What follows belongs to an exercise in optimizing a design on an open flow for small area, a short achievable clock period and few clock cycles per item; a production flow would make more cautious choices.
Only simulation tests tie the RTL to the original design; equivalence was not proved.
Power figures rest on the tool's default switching activity, not on a simulated workload.

`flow/run.sh`:
```
#!/bin/bash
# synth_recipe.tcl (not shown) runs the flow's synth.tcl, then flattens the netlist and writes it again
# the make line also repeats each setting of config.mk as NAME=value (left out here)
make -C /OpenROAD-flow-scripts/flow DESIGN_CONFIG=/design/flow/config.mk WORK_HOME=/design/flow/orfs CLKGATE_MAP_FILE= SYNTH_SCRIPT=/design/flow/synth_recipe.tcl finish
```
`flow/config.mk`:
```
export PLATFORM = sky130hd
export DESIGN_NAME = uniform_grid_derivative
export DESIGN_NICKNAME = uniform_grid_derivative
export VERILOG_FILES = /design/flow/design.v
export SDC_FILE = /design/flow/constraint.sdc
export NUM_CORES = 4
export LEC_CHECK = 0
export CAP_MARGIN = 20
export CORE_MARGIN = 2
export CORE_UTILIZATION = 40
export SLEW_MARGIN = 20
```
`flow/constraint.sdc`:
```
create_clock -name core_clock -period 7.0 [get_ports {i_clk}]
set_input_delay 1.4000 -clock core_clock [delete_from_list [all_inputs] [get_ports {i_clk}]]
set_output_delay 1.4000 -clock core_clock [all_outputs]
set_load 0.01 [all_outputs]
```
`flow/design.v`:
```
`default_nettype none
package ugd_pkg;
    localparam int SAMPLE_W  = 32;
    localparam int FRAC_BITS = 16;
    localparam int TOL_W     = 16;
    localparam int ERR_W     = 2;
    localparam int STEP_W = SAMPLE_W + 1;           
    localparam int DEV_W  = SAMPLE_W + 2;           
    localparam int CMP_W  = SAMPLE_W + 3;           
    localparam int NUM_W  = SAMPLE_W + 3;           
    localparam int MAG_W  = SAMPLE_W + 2;           
    localparam int DVD_W  = MAG_W + FRAC_BITS;      
    localparam int Q_W    = SAMPLE_W + 1;           
    localparam int CNT_W  = $clog2(DVD_W + 1);
    localparam logic [Q_W-1:0] SAT_POS = {2'b00, {(SAMPLE_W-1){1'b1}}};
    localparam logic [Q_W-1:0] SAT_NEG = {2'b01, {(SAMPLE_W-1){1'b0}}};
    localparam logic [TOL_W-1:0] TOL_RESET = TOL_W'(1);
    typedef enum logic [ERR_W-1:0] {
        ERR_OK       = 2'd0,
        ERR_FEW      = 2'd1,
        ERR_ZERO     = 2'd2,
        ERR_NONUNI   = 2'd3
    } t_err;
endpackage
`default_nettype wire
`default_nettype none
import ugd_pkg::*;
module uniform_grid_derivative
(
    input  wire logic                       i_clk,
    input  wire logic                       i_rst_n,
    input  wire logic                       i_cfg_wr_en,
    input  wire logic [ugd_pkg::TOL_W-1:0]           i_cfg_wr_data,
    input  wire logic                       i_in_valid,
    output logic                            o_in_ready,
    input  wire logic signed [ugd_pkg::SAMPLE_W-1:0] i_voltage_sample,
    input  wire logic signed [ugd_pkg::SAMPLE_W-1:0] i_current_sample,
    input  wire logic                       i_sequence_end,
    output logic                            o_out_valid,
    input  wire logic                       i_out_ready,
    output logic signed [ugd_pkg::SAMPLE_W-1:0]      o_derivative,
    output logic [ugd_pkg::ERR_W-1:0]                o_error_code,
    output logic                            o_run_last
);
    typedef enum logic [5:0] {
        ST_IDLE  = 6'b000001,
        ST_CHECK = 6'b000010,
        ST_SETUP = 6'b000100,
        ST_MAG   = 6'b001000,
        ST_DIV   = 6'b010000,
        ST_FIN   = 6'b100000
    } t_state;
    t_state r_state, n_state;
    logic [TOL_W-1:0]           r_tol;
    logic signed [SAMPLE_W-1:0] r_v, n_v, r_c, n_c;
    logic                       r_end, n_end;
    logic signed [STEP_W-1:0]   r_step, n_step;
    logic signed [SAMPLE_W-1:0] r_hist0, n_hist0, r_hist1, n_hist1, r_prev, n_prev;
    logic signed [STEP_W-1:0]   r_grid, n_grid;
    logic [1:0]                 r_pts, n_pts;
    logic                       r_err, n_err;
    logic r_job_first, n_job_first, r_job_center, n_job_center, r_job_last, n_job_last;
    logic r_cur_last, n_cur_last;
    logic signed [NUM_W-1:0] r_num, n_num;
    logic                    r_neg, n_neg;
    logic [MAG_W-1:0]        r_dm, n_dm, r_rem, n_rem;
    logic [DVD_W-1:0]        r_dvd, n_dvd;
    logic [Q_W-1:0]          r_q, n_q;
    logic                    r_big, n_big;
    logic [CNT_W-1:0]        r_cnt, n_cnt;
    logic                       r_out_valid, n_out_valid;
    logic signed [SAMPLE_W-1:0] r_out_d, n_out_d;
    ugd_pkg::t_err              r_out_err, n_out_err;
    logic                       r_out_last, n_out_last;
    logic                     out_free;
    logic signed [DEV_W-1:0]  dev;
    logic signed [CMP_W-1:0]  dev_hi, dev_lo;
    logic                     too_far;
    logic signed [NUM_W-1:0]  i0_x, i1_x, c_x, num_first, num_center, num_last;
    logic [NUM_W-1:0]         num_abs;
    logic signed [MAG_W-1:0]  den;
    logic [MAG_W-1:0]         den_abs;
    logic [MAG_W:0]           rem_try;
    logic                     rem_ge;
    logic [Q_W-1:0]           q_lim, q_sat;
    logic                     pending;
    assign out_free = !r_out_valid || i_out_ready;
    assign dev     = DEV_W'(r_step) - DEV_W'(r_grid);
    assign dev_hi  = CMP_W'(dev) - CMP_W'(signed'({1'b0, r_tol}));
    assign dev_lo  = CMP_W'(dev) + CMP_W'(signed'({1'b0, r_tol}));
    assign too_far = (!dev_hi[CMP_W-1] && (dev_hi != '0)) || dev_lo[CMP_W-1];
    assign i0_x       = NUM_W'(r_hist1);
    assign i1_x       = NUM_W'(r_hist0);
    assign c_x        = NUM_W'(r_c);
    assign num_first  = (i1_x <<< 2) - (i0_x <<< 1) - i0_x - c_x;
    assign num_center = c_x - i0_x;
    assign num_last   = (c_x <<< 1) + c_x - (i1_x <<< 2) + i0_x;
    assign num_abs = r_num[NUM_W-1] ? NUM_W'(-r_num) : NUM_W'(r_num);
    assign den     = {r_grid, 1'b0};
    assign den_abs = den[MAG_W-1] ? MAG_W'(-den) : MAG_W'(den);
    assign rem_try = {r_rem, r_dvd[DVD_W-1]};
    assign rem_ge  = rem_try >= {1'b0, r_dm};
    assign q_lim   = r_neg ? SAT_NEG : SAT_POS;
    assign q_sat   = (r_big || (r_q > q_lim)) ? q_lim : r_q;
    assign pending = r_job_first || r_job_center || r_job_last;
    always_comb begin
        n_state      = r_state;
        n_v          = r_v;
        n_c          = r_c;
        n_end        = r_end;
        n_step       = r_step;
        n_hist0      = r_hist0;
        n_hist1      = r_hist1;
        n_prev       = r_prev;
        n_grid       = r_grid;
        n_pts        = r_pts;
        n_err        = r_err;
        n_job_first  = r_job_first;
        n_job_center = r_job_center;
        n_job_last   = r_job_last;
        n_cur_last   = r_cur_last;
        n_num        = r_num;
        n_neg        = r_neg;
        n_dm         = r_dm;
        n_rem        = r_rem;
        n_dvd        = r_dvd;
        n_q          = r_q;
        n_big        = r_big;
        n_cnt        = r_cnt;
        n_out_valid  = r_out_valid && !i_out_ready;
        n_out_d      = r_out_d;
        n_out_err    = r_out_err;
        n_out_last   = r_out_last;
        case (r_state)
            ST_IDLE: begin
                if (i_in_valid) begin
                    n_v     = i_voltage_sample;
                    n_c     = i_current_sample;
                    n_end   = i_sequence_end;
                    n_step  = STEP_W'(i_voltage_sample) - STEP_W'(r_prev);
                    n_state = ST_CHECK;
                end
            end
            ST_CHECK: begin
                if (out_free) begin
                    n_state = ST_IDLE;
                    if (r_err) begin
                        if (r_end) begin
                            n_hist0 = '0; n_hist1 = '0; n_prev = '0;
                            n_grid  = '0; n_pts   = '0; n_err  = 1'b0;
                        end
                    end else if (r_pts < 2'd2 && r_end) begin
                        n_out_valid = 1'b1; n_out_d = '0;
                        n_out_err   = ERR_FEW; n_out_last = 1'b1;
                        n_hist0 = '0; n_hist1 = '0; n_prev = '0;
                        n_grid  = '0; n_pts   = '0; n_err  = 1'b0;
                    end else if (r_pts == 2'd0) begin
                        n_hist0 = r_c;
                        n_prev  = r_v;
                        n_pts   = 2'd1;
                    end else if (r_pts == 2'd1) begin
                        if (r_step == '0) begin
                            n_out_valid = 1'b1; n_out_d = '0;
                            n_out_err   = ERR_ZERO; n_out_last = 1'b1;
                            n_err       = 1'b1;
                        end else begin
                            n_grid  = r_step;
                            n_hist1 = r_hist0;
                            n_hist0 = r_c;
                            n_prev  = r_v;
                            n_pts   = 2'd2;
                        end
                    end else if (too_far) begin
                        n_out_valid = 1'b1; n_out_d = '0;
                        n_out_err   = ERR_NONUNI; n_out_last = 1'b1;
                        if (r_end) begin
                            n_hist0 = '0; n_hist1 = '0; n_prev = '0;
                            n_grid  = '0; n_pts   = '0; n_err  = 1'b0;
                        end else begin
                            n_err = 1'b1;
                        end
                    end else begin
                        n_job_first  = (r_pts == 2'd2);
                        n_job_center = 1'b1;
                        n_job_last   = r_end;
                        n_state      = ST_SETUP;
                    end
                end
            end
            ST_SETUP: begin
                if (r_job_first) begin
                    n_num = num_first; n_job_first = 1'b0; n_cur_last = 1'b0;
                end else if (r_job_center) begin
                    n_num = num_center; n_job_center = 1'b0; n_cur_last = 1'b0;
                end else begin
                    n_num = num_last; n_job_last = 1'b0; n_cur_last = 1'b1;
                end
                n_state = ST_MAG;
            end
            ST_MAG: begin
                n_dvd   = {MAG_W'(num_abs), {FRAC_BITS{1'b0}}};
                n_neg   = r_num[NUM_W-1] ^ r_grid[STEP_W-1];
                n_dm    = den_abs;
                n_rem   = '0;
                n_q     = '0;
                n_big   = 1'b0;
                n_cnt   = '0;
                n_state = ST_DIV;
            end
            ST_DIV: begin
                n_rem = rem_ge ? MAG_W'(rem_try - {1'b0, r_dm}) : MAG_W'(rem_try);
                n_dvd = {r_dvd[DVD_W-2:0], 1'b0};
                n_big = r_big || r_q[Q_W-1];
                n_q   = {r_q[Q_W-2:0], rem_ge};
                n_cnt = r_cnt + CNT_W'(1);
                if (r_cnt == CNT_W'(DVD_W - 1)) begin
                    n_state = ST_FIN;
                end
            end
            ST_FIN: begin
                if (out_free) begin
                    n_out_valid = 1'b1;
                    n_out_d     = r_neg ? SAMPLE_W'(-q_sat) : SAMPLE_W'(q_sat);
                    n_out_err   = ERR_OK;
                    n_out_last  = r_cur_last;
                    if (pending) begin
                        n_state = ST_SETUP;
                    end else begin
                        n_state = ST_IDLE;
                        if (r_end) begin
                            n_hist0 = '0; n_hist1 = '0; n_prev = '0;
                            n_grid  = '0; n_pts   = '0; n_err  = 1'b0;
                        end else begin
                            n_hist1 = r_hist0;
                            n_hist0 = r_c;
                            n_prev  = r_v;
                            n_pts   = 2'd3;
                        end
                    end
                end
            end
            default: begin
                n_state = ST_IDLE;
            end
        endcase
    end
    always_ff @(posedge i_clk) begin
        if (!i_rst_n) begin
            r_state      <= ST_IDLE;
            r_tol        <= TOL_RESET;
            r_hist0      <= '0;
            r_hist1      <= '0;
            r_prev       <= '0;
            r_grid       <= '0;
            r_pts        <= '0;
            r_err        <= 1'b0;
            r_job_first  <= 1'b0;
            r_job_center <= 1'b0;
            r_job_last   <= 1'b0;
            r_out_valid  <= 1'b0;
        end else begin
            r_state      <= n_state;
            if (i_cfg_wr_en) begin
                r_tol <= i_cfg_wr_data;
            end
            r_hist0      <= n_hist0;
            r_hist1      <= n_hist1;
            r_prev       <= n_prev;
            r_grid       <= n_grid;
            r_pts        <= n_pts;
            r_err        <= n_err;
            r_job_first  <= n_job_first;
            r_job_center <= n_job_center;
            r_job_last   <= n_job_last;
            r_out_valid  <= n_out_valid;
        end
    end
    always_ff @(posedge i_clk) begin
        r_v        <= n_v;
        r_c        <= n_c;
        r_end      <= n_end;
        r_step     <= n_step;
        r_cur_last <= n_cur_last;
        r_num      <= n_num;
        r_neg      <= n_neg;
        r_dm       <= n_dm;
        r_rem      <= n_rem;
        r_dvd      <= n_dvd;
        r_q        <= n_q;
        r_big      <= n_big;
        r_cnt      <= n_cnt;
        r_out_d    <= n_out_d;
        r_out_err  <= n_out_err;
        r_out_last <= n_out_last;
    end
    assign o_in_ready   = (r_state == ST_IDLE);
    assign o_out_valid  = r_out_valid;
    assign o_derivative = r_out_d;
    assign o_error_code = r_out_err;
    assign o_run_last   = r_out_last;
endmodule
`default_nettype wire
```
==> run notes <==
initial antenna violation count=2; DRC viols=0; Hold-fix buffers, CTS=0; area of the multi-input gates=20100 µm²; R2R cell count=24; worst reg-to-reg setup slack=0.32 ns; WL final=85800 µm; r2r endpoint=r_out_d[24]; hold depth=1; Inserted Clock Buffers=55; length of routed met2 wiring=38000 µm; clock root buffer=clkbuf_16; GRT Total Usage=19.1%; hold endpoint=r_prev[3]; die extent in x=297 µm; Setup WS pre-CTS=0.121 ns; Crit Path Class=reg -> reg; ys async rst share=0%; critical path's slowest cell=or4_1; syn_area_per_cell=9.66 µm²; initial core utilization=40.3%; total number of vias=26.1k; Netlist Area Pre-Place=34300 µm²; Pre-antenna DRT Iters=5; Peak VDD IR=227 µV; CTS sink cnt=469; Fmax=150 MHz; Seq/Total Area, Yosys=36.5%; CTS H-Tree Depth=2; first-pass GRT wire length=139000 µm; metal3 WL=3780 µm; WP data required=7.38 ns; Non-Filler Instances=4849; Fin Setup TNS=0 ns; Final Util=45.7%; max cap viols=0; Metal-1 WL=42400 µm; most used flip-flop cell after synthesis=edfxtp_1; Yosys warning total=1; crit path cell chain=inv_1 -> ha_1 -> nor2b_4 -> o31a_1 -> or3_2 -> a21oi_1 -> o21ai_0 -> xor2_1 -> ha_1 -> nand4b_1 -> o211a_1 -> a2111oi_1 -> nor4b_2 -> nand3_1 -> or4_1 -> nor4_2 -> nand4_1 -> nand4bb_1 -> or4_1 -> o21ai_2 -> nand3_1 -> o311ai_1 -> a21boi_4 -> buf_16; WL/cell=17.7 µm; Placed Area=36800 µm²; r2r startpoint=r_grid[1]; Slew Viols, Final=0; HP Start=r_v[3]; Bufs on Longest Clock Path=3; overall power=8.65 mW; fraction of layout cells with a size suffix above 1=5.59%; GRT overflow=0; Layout area overhead=13.3%; Register Area=12500 µm²; Final setup viols=0; worst-path maximum fanout=24; syn_nets=4040; post-synth cell types=94; Startpoint Class=flop; Synth Instances=3549; RSZ-0062 raised after global routing=no; Worst-Margin Slew=1.04 ns; die area=88100 µm²; slowest cell delay on critical path=0.50 ns; Post-synth EDFFs=311; via/cell ratio=5.38; worst skew pair latency=0.63 ns; I/O Pins=123; Hold WC Path Type=reg -> reg; largest net degree at the start of global routing=99; RD Place Congestion=0.889; Layout Nets=4149; Tmin final=6.68 ns; ANT nets after route=0; initial drt markers=1633; Buffers on Ports=122; Reg clk slew, reported paths=0.06 ns; fin worst setup slack=0.321 ns; # placed instances=4736; core outline area=85000 µm²; Worst slew margin=30.8%; Fill cells=8069; P_leak=15.2 nW; die height=297 µm; Max Used Layer=met5; Final Cell Area=38900 µm²; floorplan row count=107; skew final=0.0331 ns; CTS tree=done; Inserted Diodes=0; synthesized flop and latch total=469; hpwl dp=63700 µm; final hold slack=0.453 ns; Setup crit end kind=flop; PD cells=223 nW/µm²; arrival time worst endpoint=7.06 ns; hold violation count in the final report=0; fin crit share=95.4%; vias in the first global route=25.7k; status=finished clean
==> Yosys cell counts (86+ instances only) <==
| library cell | n | share of area [%] |
|---|---|---|
| fa_1 | 128 | 7.5 |
| nand2_1 | 203 | 2.2 |
| ha_1 | 277 | 10 |
| inv_1 | 343 | 3.8 |
| o21ai_0 | 192 | 2.8 |
| xnor2_1 | 135 | 3.4 |
| nor2_1 | 282 | 3.1 |
| a21oi_1 | 224 | 3.3 |
| dfxtp_1 | 158 | 9.2 |
| edfxtp_1 | 311 | 27 |
| a21o_1 | 88 | 1.9 |
| a22o_1 | 131 | 3.3 |
| clkbuf_1 | 86 | 0.94 |
==> state kept, by name, indices dropped and copies added (netlist names), 2 cells and up <==
signal and flops:
r_num 35, r_dvd 34, r_rem 34, r_dm 33
r_grid 33, r_q 33, r_step 33, r_c 32
r_hist0 32, r_hist1 32, r_out_d 32, r_prev 32
r_v 32, r_tol 16, r_cnt 6, r_state 6
r_out_err 2, r_pts 2
==> cells by family (layout without fill, tap and decap cells) <==
logic type | after synthesis | after routing | synth area share, %
AND/OR/NAND/NOR | 947 | 947 | 13.7
AO/OA/AOI/OAI | 1004 | 1004 | 20.0
buffers and inverters | 459 | 615 | 5.24
adder cells (fa/ha/maj) | 405 | 405 | 17.6
flip-flops | 469 | 469 | 36.5
XOR/XNOR | 216 | 216 | 5.52
multiplexers | 49 | 49 | 1.47
==> critical path, delay by kind of cell, from the launching register on <==
kind | cells | cell delay [ns]
xor gates and xnor gates | 1 | 0.18
buffers and inverters | 2 | 0.34
DFF | 1 | 0.39
adders and majority gates | 2 | 0.68
and+or+nand+nor | 11 | 2.92
AOI/OAI and AO/OA | 8 | 1.93
==> repair_timing <==
action | CTS | global route
gates resized for setup | 0 | 10
setup buffers | 0 | 6
endpoints found under the setup margin | 0 | 99
endpoints found under the hold margin | 0 | 0
==> worst max-delay path by stage <==
stage | slack (ns) | from | endpoint | cells after the start
final | 0.32 | r_grid[1] | r_out_d[24] | 24
after global routing | 0.003 | r_grid[1] | r_hist0[22] | 26
after CTS | 0.08 | r_step[0] | r_out_d[19] | 25
after detailed placement | 0.12 | r_step[0] | r_out_d[29] | 25
after global placement | 0.22 | r_step[0] | r_out_d[29] | 24
after floorplan | 0.30 | r_grid[1] | r_out_d[0] | 23
==> per-layer routing <==
| layer | GRT usage [%] | vias up |
|---|---|---|
| li1 | - | 13100 |
| met1 | 27.4 | 12500 |
| met3 | 2.88 | 92 |
| met2 | 30.5 | 427 |
| met5 | 0 | - |
| met4 | 3.81 | 4 |
==> cell usage in the layout (no fill, tap or decap), types with 13 or more instances in the layout <==
cell / instances
fa_1: 128
nor2b_1: 35
nor2_1: 281
xnor2_1: 135
o31a_1: 13
a21o_1: 88
nand4_1: 32
nand3_1: 57
nand2b_1: 46
or3_1: 38
a31oi_1: 29
a211oi_1: 48
o21a_1: 50
o41ai_1: 13
a22o_1: 131
inv_1: 343
clkdlybuf4s50_1: 122
o21ai_0: 192
dfxtp_1: 156
o211ai_1: 22
a21oi_1: 222
o31ai_1: 33
o21bai_1: 29
ha_1: 277
nand2_1: 202
nor4_1: 26
buf_4: 39
clkinv_2: 13
mux2i_1: 38
clkbuf_16: 57
edfxtp_1: 311
and2_1: 43
nor3_1: 74
or4_1: 15
and3_1: 24
xor2_1: 81
==> layout make-up <==
class,count,share of cell area [%]
Multi-Input combinational cell,2621,51.6
Sequential cell,469,32.2
Timing Repair Buffer,167,4.22
Clock buffer,73,3.90
Tap cell,1144,3.68
Inverter,344,3.32
Clock inverter,31,1.06
==> report_power, final <==
group | internal (mW) | switching [mW] | leakage (nW)
clock | 1.82 | 1.21 | 0.933
sequential | 3.08 | 0.0763 | 4.33
combinational | 1.04 | 1.42 | 9.90
Testbench counts, summed over its fixed seeds: cycles 168,499, items 3,235.

## port drivers added, routing unchanged
Ports are ideal in the flow. The routed layout listed here was re-timed in OpenROAD. Step 1: set_driving_cell puts a clkbuf_16 on i_clk and a buf_2 on each other input, an assumption about the parent block. Step 2 times the ports against the registers' clock, not the clock port: input delays grow and output delays shrink by t, the midpoint of the rising clock arrivals with the driver on. Slacks: no drivers / after step 1 / after step 2; pairs: no drivers / after step 1.
shift t [ns]: 0.678
slack for setup (ns): 0.321 / 0.321 / 0.321
hold slack, ns: 0.453 / 0.453 / 0.453
latest minus earliest clock arrival (ns): 0.034 / 0.034
slew at the worst register clock pin (ns): 0.07 / 0.07
After both steps this run still meets setup and hold. For this run, drivers alone change the setup slack by 0.000 ns; drivers and shift together by 0.000 ns.
